Source: an optimization exercise on an open RTL-to-GDS flow (aim: small area and few clock cycles per item). Production flows keep margins and buffers that such runs may drop.
Function was checked by simulation only, so behaviour that the tests miss may differ from the original.

File: design/flow/design.v
package srgbxy_pkg;
  localparam int LIN_W  = 16;
  localparam int COEF_W = 20;
  localparam int PROD_W = LIN_W + COEF_W;
  localparam int SUM_W  = 38;
  localparam int OUT_W  = 16;
  localparam longint unsigned COEF_SCALE = 64'd1048576;
  localparam longint unsigned COEF_HALF  = 64'd500000;
  localparam longint unsigned COEF_DEN   = 64'd1000000;
  typedef logic [LIN_W-1:0]  lin_t;
  typedef logic [COEF_W-1:0] coef_t;
  typedef logic [PROD_W-1:0] prod_t;
  typedef logic [SUM_W-1:0]  sum_t;
  localparam coef_t M00 = coef_t'((64'd664511 * COEF_SCALE + COEF_HALF) / COEF_DEN);
  localparam coef_t M01 = coef_t'((64'd154324 * COEF_SCALE + COEF_HALF) / COEF_DEN);
  localparam coef_t M02 = coef_t'((64'd162028 * COEF_SCALE + COEF_HALF) / COEF_DEN);
  localparam coef_t M10 = coef_t'((64'd283881 * COEF_SCALE + COEF_HALF) / COEF_DEN);
  localparam coef_t M11 = coef_t'((64'd668433 * COEF_SCALE + COEF_HALF) / COEF_DEN);
  localparam coef_t M12 = coef_t'((64'd47685  * COEF_SCALE + COEF_HALF) / COEF_DEN);
  localparam coef_t M20 = coef_t'((64'd88     * COEF_SCALE + COEF_HALF) / COEF_DEN);
  localparam coef_t M21 = coef_t'((64'd72310  * COEF_SCALE + COEF_HALF) / COEF_DEN);
  localparam coef_t M22 = coef_t'((64'd986039 * COEF_SCALE + COEF_HALF) / COEF_DEN);
endpackage
module srgbxy_lin_rom (
  input  logic       clk,
  input  logic       en,
  input  logic [7:0] code,
  output srgbxy_pkg::lin_t lin
);
  typedef srgbxy_pkg::lin_t lin_t;
  lin_t rom_data [0:255];
  initial begin
    $readmemh("srgbxy_lin.hex", rom_data);
  end
  always_ff @(posedge clk) begin
    if (en) begin
      lin <= rom_data[code];
    end
  end
endmodule
module srgbxy_div #(
  parameter int FRAC_BITS = 16
) (
  input  logic               clk,
  input  logic               en,
  input  srgbxy_pkg::sum_t  num,
  input  srgbxy_pkg::sum_t  sum,
  output logic [FRAC_BITS:0] quo
);
  localparam int SUM_W = srgbxy_pkg::SUM_W;
  typedef srgbxy_pkg::sum_t sum_t;
  localparam int QW = FRAC_BITS + 1;
  localparam int NW = SUM_W + QW;
  logic [NW-1:0] dividend;
  sum_t          rem0;
  logic [QW-1:0] low0;
  logic [QW-1:0] qacc0;
  sum_t          dsum0;
  assign dividend = NW'({num, {FRAC_BITS{1'b0}}}) + NW'(sum >> 1);
  always_ff @(posedge clk) begin
    if (en) begin
      rem0  <= dividend[NW-1:QW];
      low0  <= dividend[QW-1:0];
      qacc0 <= '0;
      dsum0 <= sum;
    end
  end
  for (genvar k = 0; k < QW; k++) begin : g_step
    sum_t           rem_i;
    logic [QW-1:0]  low_i;
    logic [QW-1:0]  qacc_i;
    sum_t           dsum_i;
    sum_t           rem_o;
    logic [QW-1:0]  low_o;
    logic [QW-1:0]  qacc_o;
    sum_t           dsum_o;
    logic [SUM_W:0] trial;
    logic [SUM_W:0] diff;
    logic           ge;
    if (k == 0) begin : g_first
      assign rem_i  = rem0;
      assign low_i  = low0;
      assign qacc_i = qacc0;
      assign dsum_i = dsum0;
    end else begin : g_next
      assign rem_i  = g_step[k-1].rem_o;
      assign low_i  = g_step[k-1].low_o;
      assign qacc_i = g_step[k-1].qacc_o;
      assign dsum_i = g_step[k-1].dsum_o;
    end
    assign trial = {rem_i, low_i[QW-1]};
    assign ge    = trial >= {1'b0, dsum_i};
    assign diff  = trial - {1'b0, dsum_i};
    always_ff @(posedge clk) begin
      if (en) begin
        rem_o  <= ge ? diff[SUM_W-1:0] : trial[SUM_W-1:0];
        low_o  <= low_i << 1;
        qacc_o <= {qacc_i[QW-2:0], ge};
        dsum_o <= dsum_i;
      end
    end
  end
  assign quo = g_step[QW-1].qacc_o;
endmodule
module srgb_to_xy_chromaticity #(
  parameter int COMPONENT_BITS  = 8,
  parameter int COORD_FRAC_BITS = 16
) (
  input  logic                      clk,
  input  logic                      rst,
  input  logic                      in_valid,
  output logic                      in_ready,
  input  logic [COMPONENT_BITS-1:0] red,
  input  logic [COMPONENT_BITS-1:0] green,
  input  logic [COMPONENT_BITS-1:0] blue,
  output logic                      out_valid,
  input  logic                      out_ready,
  output logic [srgbxy_pkg::OUT_W-1:0] chroma_x,
  output logic [srgbxy_pkg::OUT_W-1:0] chroma_y,
  output logic                      black_input
);
  localparam int OUT_W  = srgbxy_pkg::OUT_W;
  localparam int SUM_W  = srgbxy_pkg::SUM_W;
  localparam int PROD_W = srgbxy_pkg::PROD_W;
  typedef srgbxy_pkg::lin_t  lin_t;
  typedef srgbxy_pkg::prod_t prod_t;
  typedef srgbxy_pkg::sum_t  sum_t;
  localparam int QW       = COORD_FRAC_BITS + 1;
  localparam int DivLat   = QW + 1;
  localparam int PipeLen  = 4 + DivLat;
  localparam logic [QW-1:0] Limit = (COORD_FRAC_BITS > 16) ? QW'(65535) :
                                    QW'((64'd1 << COORD_FRAC_BITS) - 64'd1);
  logic               en;
  logic [PipeLen-1:0] vld;
  logic [DivLat-1:0]  blk;
  lin_t               lin_r, lin_g, lin_b;
  prod_t              p00, p01, p02, p10, p11, p12, p20, p21, p22;
  sum_t               xyz_x, xyz_y, xyz_z;
  sum_t               xnum;
  sum_t               ynum;
  sum_t               total;
  logic [QW-1:0]      qx;
  logic [QW-1:0]      qy;
  logic [QW-1:0]      qx_sat;
  logic [QW-1:0]      qy_sat;
  logic [OUT_W-1:0]   fin_x, fin_y;
  logic               fin_black;
  logic [OUT_W-1:0]   skid_x, skid_y;
  logic               skid_black;
  logic               skid_valid;
  assign en       = ~skid_valid;
  assign in_ready = en;
  srgbxy_lin_rom u_lin_r (.clk(clk), .en(en), .code(red),   .lin(lin_r));
  srgbxy_lin_rom u_lin_g (.clk(clk), .en(en), .code(green), .lin(lin_g));
  srgbxy_lin_rom u_lin_b (.clk(clk), .en(en), .code(blue),  .lin(lin_b));
  always_ff @(posedge clk) begin
    if (en) begin
      p00 <= PROD_W'(lin_r) * PROD_W'(srgbxy_pkg::M00);
      p01 <= PROD_W'(lin_g) * PROD_W'(srgbxy_pkg::M01);
      p02 <= PROD_W'(lin_b) * PROD_W'(srgbxy_pkg::M02);
      p10 <= PROD_W'(lin_r) * PROD_W'(srgbxy_pkg::M10);
      p11 <= PROD_W'(lin_g) * PROD_W'(srgbxy_pkg::M11);
      p12 <= PROD_W'(lin_b) * PROD_W'(srgbxy_pkg::M12);
      p20 <= PROD_W'(lin_r) * PROD_W'(srgbxy_pkg::M20);
      p21 <= PROD_W'(lin_g) * PROD_W'(srgbxy_pkg::M21);
      p22 <= PROD_W'(lin_b) * PROD_W'(srgbxy_pkg::M22);
      xyz_x <= SUM_W'(p00) + SUM_W'(p01) + SUM_W'(p02);
      xyz_y <= SUM_W'(p10) + SUM_W'(p11) + SUM_W'(p12);
      xyz_z <= SUM_W'(p20) + SUM_W'(p21) + SUM_W'(p22);
      xnum  <= xyz_x;
      ynum  <= xyz_y;
      total <= xyz_x + xyz_y + xyz_z;
      blk   <= {blk[DivLat-2:0], total == '0};
    end
  end
  srgbxy_div #(
    .FRAC_BITS(COORD_FRAC_BITS)
  ) u_div_x (
    .clk(clk),
    .en (en),
    .num(xnum),
    .sum(total),
    .quo(qx)
  );
  srgbxy_div #(
    .FRAC_BITS(COORD_FRAC_BITS)
  ) u_div_y (
    .clk(clk),
    .en (en),
    .num(ynum),
    .sum(total),
    .quo(qy)
  );
  always_ff @(posedge clk) begin
    if (rst) begin
      vld <= '0;
    end else if (en) begin
      vld <= {vld[PipeLen-2:0], in_valid};
    end
  end
  assign qx_sat = (qx > Limit) ? Limit : qx;
  assign qy_sat = (qy > Limit) ? Limit : qy;
  assign fin_black = blk[DivLat-1];
  assign fin_x     = fin_black ? '0 : OUT_W'(qx_sat);
  assign fin_y     = fin_black ? '0 : OUT_W'(qy_sat);
  always_ff @(posedge clk) begin
    if (rst) begin
      out_valid  <= 1'b0;
      skid_valid <= 1'b0;
    end else if (skid_valid) begin
      if (out_ready) begin
        chroma_x    <= skid_x;
        chroma_y    <= skid_y;
        black_input <= skid_black;
        skid_valid  <= 1'b0;
      end
    end else if (vld[PipeLen-1]) begin
      if (~out_valid | out_ready) begin
        out_valid   <= 1'b1;
        chroma_x    <= fin_x;
        chroma_y    <= fin_y;
        black_input <= fin_black;
      end else begin
        skid_valid <= 1'b1;
        skid_x     <= fin_x;
        skid_y     <= fin_y;
        skid_black <= fin_black;
      end
    end else if (out_ready) begin
      out_valid <= 1'b0;
    end
  end
endmodule
File: design/flow/srgbxy_lin.hex
0000
0014
0028
003c
0050
0063
0077
008b
009f
00b3
00c7
00db
00f1
0108
0120
0139
0154
016f
018c
01ab
01ca
01eb
020e
0232
0257
027d
02a5
02ce
02f9
0325
0353
0382
03b3
03e5
0418
044d
0484
04bc
04f6
0532
056f
05ad
05ed
062f
0673
06b8
06ff
0747
0791
07dd
082a
087a
08ca
091d
0972
09c8
0a20
0a79
0ad5
0b32
0b91
0bf2
0c55
0cba
0d20
0d88
0df2
0e5e
0ecc
0f3c
0fae
1021
1097
110e
1188
1203
1280
1300
1381
1404
1489
1510
159a
1625
16b2
1741
17d3
1866
18fb
1993
1a2d
1ac8
1b66
1c06
1ca8
1d4c
1df2
1e9a
1f44
1ff1
20a0
2151
2204
22b9
2370
242a
24e6
25a4
2664
2726
27eb
28b2
297b
2a46
2b14
2be4
2cb6
2d8a
2e61
2f3a
3015
30f3
31d2
32b5
3399
3480
3569
3655
3743
3833
3925
3a1a
3b12
3c0c
3d08
3e06
3f07
400a
4110
4218
4323
4430
453f
4651
4766
487c
4996
4ab1
4bd0
4cf0
4e14
4f39
5062
518c
52ba
53e9
551c
5650
5788
58c2
59fe
5b3d
5c7f
5dc3
5f09
6053
619f
62ed
643e
6592
66e8
6841
699c
6afb
6c5b
6dbf
6f25
708d
71f9
7367
74d7
764b
77c1
7939
7ab5
7c33
7db4
7f37
80bd
8246
83d2
8560
86f1
8885
8a1b
8bb5
8d51
8eef
9091
9235
93dc
9586
9733
98e2
9a94
9c49
9e01
9fbc
a179
a33a
a4fd
a6c3
a88b
aa57
ac25
adf6
afcb
b1a2
b37b
b558
b738
b91a
baff
bce8
bed3
c0c1
c2b2
c4a6
c69c
c896
ca93
cc92
ce94
d09a
d2a2
d4ad
d6bc
d8cd
dae1
dcf8
df12
e12f
e34f
e572
e798
e9c1
ebed
ee1c
f04e
f283
f4bb
f6f6
f934
fb75
fdb9
ffff
File: design/flow/run.sh
#!/bin/bash
# synth_recipe.tcl (not shown) runs the flow's synth.tcl, then flattens the netlist and writes it again
# the make line also repeats each setting of config.mk as NAME=value (left out here)
make -C /OpenROAD-flow-scripts/flow DESIGN_CONFIG=/design/flow/config.mk WORK_HOME=/design/flow/orfs CLKGATE_MAP_FILE= SYNTH_SCRIPT=/design/flow/synth_recipe.tcl finish
File: design/flow/config.mk
export PLATFORM = sky130hd
export DESIGN_NAME = srgb_to_xy_chromaticity
export DESIGN_NICKNAME = srgb_to_xy_chromaticity
export VERILOG_FILES = /design/flow/design.v
export SDC_FILE = /design/flow/constraint.sdc
export NUM_CORES = 8
export LEC_CHECK = 0
export CAP_MARGIN = 20
export CORE_MARGIN = 2
export CORE_UTILIZATION = 40
export SLEW_MARGIN = 20
File: design/flow/constraint.sdc
create_clock -name core_clock -period 8.0 [get_ports {clk}]
set_input_delay 1.6000 -clock core_clock [delete_from_list [all_inputs] [get_ports {clk}]]
set_output_delay 1.6000 -clock core_clock [all_outputs]
set_load 0.01 [all_outputs]
==> impl_metrics.env <==
export IMPL_outcome="finished clean"
export IMPL_synthFlopType="edfxtp_1"
export IMPL_cts_htree_levels=5
export IMPL_asyncSetResetFlopFracSynth_pct=0
export IMPL_synth_area_leaders="edfxtp_1 37%, ha_1 14%, fa_1 7.4%, a21oi_1 4.4%, inv_1 3.8%"
export IMPL_dieArea_um2=585000
export IMPL_synth_net_count=26390
export IMPL_finalNonFillerCells=30806
export IMPL_layout_drive_gt1_share_pct=6.16
export IMPL_yosysWarnings=3
export IMPL_dp_cells=30185
export IMPL_critical_path_startpoint_type="flop"
export IMPL_rsz0062_at_grt="false"
export IMPL_drt_initial_drc_count=17830
export IMPL_crit_cells=22
export IMPL_place_congestion=0.968
export IMPL_cp_cell_sequence="fa_1 -> ha_1 -> fa_1 -> inv_1 -> fa_1 -> inv_1 -> fa_1 -> inv_1 -> fa_1 -> inv_1 -> ha_1 -> a21oi_1 -> o22ai_1 -> or3_1 -> o221ai_1 -> a31oi_1 -> a311oi_1 -> o31ai_1 -> a31o_2 -> a221o_1 -> a21oi_1 -> xnor2_1"
export IMPL_end_kind="flop"
export IMPL_ys_seq_area_share_pct=37.5
export IMPL_crit_family="adder cells"
export IMPL_avgSynthCellArea_um2=10.1
export IMPL_cts_tree="done"
export IMPL_num_vias=176173
export IMPL_antenna_left=0
export IMPL_route_detailed_drc=0
export IMPL_synth_top_area_share_pct=37.3
export IMPL_max_freq_mhz=141
export IMPL_grt_first_pass_wirelength_mm=1090
export IMPL_setup_viol=0
export IMPL_antenna_found_initial=26
export IMPL_cpMostUsedCell="fa_1"
export IMPL_slew_viol_final=0
export IMPL_synth_edf_count=2877
export IMPL_endpoint="p02[33]"
export IMPL_slowest_delay_ps=850
export IMPL_pin_count=63
export IMPL_maxCapViolCount=0
export IMPL_start_util_pct=40.1
export IMPL_die_x_um=765
export IMPL_rows=279
export IMPL_reg2reg_to="p02[33]"
export IMPL_clock_sink_count=2901
export IMPL_reg2reg_from="u_lin_b.lin[1]"
export IMPL_hold_violations=0
export IMPL_cp_num_buf_inv=4
export IMPL_post_cts_resized=0
export IMPL_cp_slowest_cell="fa_1"
export IMPL_worstMarginPinSlew_ps=1210
export IMPL_hpwl_mm=585
export IMPL_wl_per_cell_um=23.8
export IMPL_cts_buffers=334
export IMPL_finalNetCount=26271
export IMPL_io_buffers=62
export IMPL_synth_cell_types=99
export IMPL_synth_largest_area_cell="edfxtp_1"
export IMPL_path_clk_slew_ps=60
export IMPL_r2r_slack_ps=920
export IMPL_cts_buffer_depth=4
export IMPL_crit_start="u_lin_b.lin[1]"
export IMPL_crit_type="flop to flop"
export IMPL_core_um2=577000
export IMPL_tns_ps=0
export IMPL_areaGrowthSynthToFinish_pct=8.92
export IMPL_grt_overflow=0
export IMPL_vias_per_cell=5.72
export IMPL_period_minus_slack_ps=7080
export IMPL_maxSlewHeadroom_pct=18.0
export IMPL_arrival_ps=7760
export IMPL_hold_buffers=0
export IMPL_gr_usage_all_layers_pct=24.4
export IMPL_final_setup_skew_ps=75.9
export IMPL_post_cts_setup_buffers=0
export IMPL_synthCells=22915
export IMPL_clockRootBuffer="clkbuf_16"
export IMPL_syn_cell_area_um2=232000
export IMPL_grt_pass1_vias=168663
export IMPL_clock_latency_ps=990
export IMPL_crit_fanout=7
export IMPL_firstDrtPassIters=7
export IMPL_min_path_type="flop to flop"
export IMPL_ff2ff_path_depth=22
export IMPL_ys_ff_latch=2901
export IMPL_required_ps=8690
export IMPL_period_share_pct=88.5
export IMPL_drt_total_wl_mm=733
export IMPL_grt_max_degree=185
export IMPL_die_h_um=765
area by class of cell:
cell class | count | area, µm²
multi-input cells | 16944 | 133000
diodes | 6 | 15.0
clock inverters | 217 | 2410
fillers | 55302 | 325000
clock buffers | 396 | 8820
flip-flops and latches | 2901 | 86900
repair buffers | 280 | 2410
well taps | 7727 | 9670
inverters | 2335 | 8770
routing by layer:
metal	track usage (%)	up-vias	wire length, µm
met5	0	-	70
met4	6.47	10	22400
met3	2.98	1094	47600
met2	39.5	5933	334000
met1	34.5	85974	329000
li1	-	83162	-
worst min-delay path by stage:
stage	from	to	slack (ps)	cells after the start
after floorplan	blk[9]	blk[10]	400	0
after global placement	u_div_x.g_step[8].qacc_o[7]	u_div_x.g_step[9].qacc_o[8]	400	0
after detailed placement	u_div_x.g_step[9].qacc_o[7]	u_div_x.g_step[10].qacc_o[8]	400	0
after CTS	blk[8]	blk[9]	340	0
after global routing	blk[8]	blk[9]	370	0
final	blk[8]	blk[9]	340	0
Yosys cell counts, types with 81 or more instances:
library cell     n
a211oi_1       173
xnor2_1        938
fa_1           854
nand4_1        277
nor2_1        1606
clkbuf_1       573
o21a_1         207
nor4_1          84
and2_1          95
mux2_2         445
and3_1         165
buf_1           93
xor2_1         502
nand2b_1       228
o211ai_1       150
or3_1          105
nand2_1       1345
o21ai_0       1305
o21bai_1       244
ha_1          2593
a31oi_1        238
nor3_1         341
nor2b_1        263
inv_1         2320
a21o_1         897
o31ai_1        146
edfxtp_1      2877
nand3_1        401
mux2i_1         81
a21oi_1       2048
worst register-to-register path, stage by stage, from the launching register on:
cell and delay (ps):
edfxtp_1 540, fa_1 850, ha_1 320, fa_1 500
inv_1 60, fa_1 530, inv_1 50, fa_1 480
inv_1 50, fa_1 480, inv_1 50, ha_1 350
a21oi_1 160, o22ai_1 100, or3_1 320, o221ai_1 230
a31oi_1 200, a311oi_1 420, o31ai_1 190, a31o_2 310
a221o_1 330, a21oi_1 180, xnor2_1 80
sequential cells by signal, indices dropped and copies added, names as in the netlist, 37 cells and up:
| signal | flops |
|---|---|
| u_div_x.g_step.dsum_o | 342 |
| total | 38 |
| u_div_y.g_step.qacc_o | 153 |
| u_div_y.dsum0 | 38 |
| ynum | 37 |
| u_div_x.g_step.qacc_o | 153 |
| u_div_y.g_step.rem_o | 608 |
| u_div_y.rem0 | 37 |
| u_div_y.g_step.dsum_o | 266 |
| xyz_y | 37 |
| xyz_z | 37 |
| u_div_x.rem0 | 37 |
| xnum | 37 |
| u_div_x.g_step.rem_o | 608 |
| xyz_x | 37 |
placed cells by master, fill, tap and decap left out, types with 502 or more instances in the layout:
master / instances
edfxtp_1: 2877
ha_1: 2593
inv_1: 2318
a21oi_1: 2045
nor2_1: 1606
nand2_1: 1345
o21ai_0: 1305
xnor2_1: 938
a21o_1: 895
fa_1: 854
xor2_1: 502
cells by family (layout without fill, tap and decap cells):
kind of cell | count (synthesis) | in the layout | synth area share [%]
compound gates | 6338 | 6338 | 17.3
simple gates | 5159 | 5159 | 10.5
fa+ha+maj | 3447 | 3447 | 21.4
buf+inv | 3070 | 3228 | 5.02
flops | 2901 | 2901 | 37.5
xor+xnor | 1440 | 1440 | 5.45
mux | 560 | 560 | 2.81
other cells | 0 | 6 | 0
metrics by stage:
step / hold slack, ps / utilization [%] / worst slack, ps / area, µm²
final: 345 / 43.7 / 921 / 252000
after global routing: 369 / 43.7 / 609 / 252000
after CTS: 339 / 43.7 / 903 / 252000
after detailed placement: 405 / 41.7 / 946 / 241000
after global placement: 400 / 41.7 / 952 / 241000
after floorplan: 400 / - / -35320 / 232000
Testbench counts, summed over its fixed seeds: cycles 16,184, items 16,000.

==> separate check: timing with driven ports <==
Ports are ideal in the flow. The routed layout listed here was re-timed in OpenROAD. Step 1 (the two cells are an assumption about what drives the block):
set clk [get_ports {clk}]
set_driving_cell -lib_cell sky130_fd_sc_hd__clkbuf_16 $clk
set_driving_cell -lib_cell sky130_fd_sc_hd__buf_2 [delete_from_list [all_inputs] $clk]
Step 2 adds t to the input delays and takes it off the output delays; t is the mean of the earliest and latest rising clock arrival at the registers after step 1. Input paths then give back, and output paths get back, about the clock's delay inside the block. Three values: no drivers, after step 1, after step 2; two values: the first two.
t, ns: 1.075
setup slack, ns: 0.921 / 0.921 / 0.921
latest minus earliest clock arrival (ns): 0.085 / 0.085
cell pins on the clock port's net: 1
After both steps setup and hold are still met in this run. The setup slack of this run moves by 0.000 ns with the drivers and by 0.000 ns with both steps.
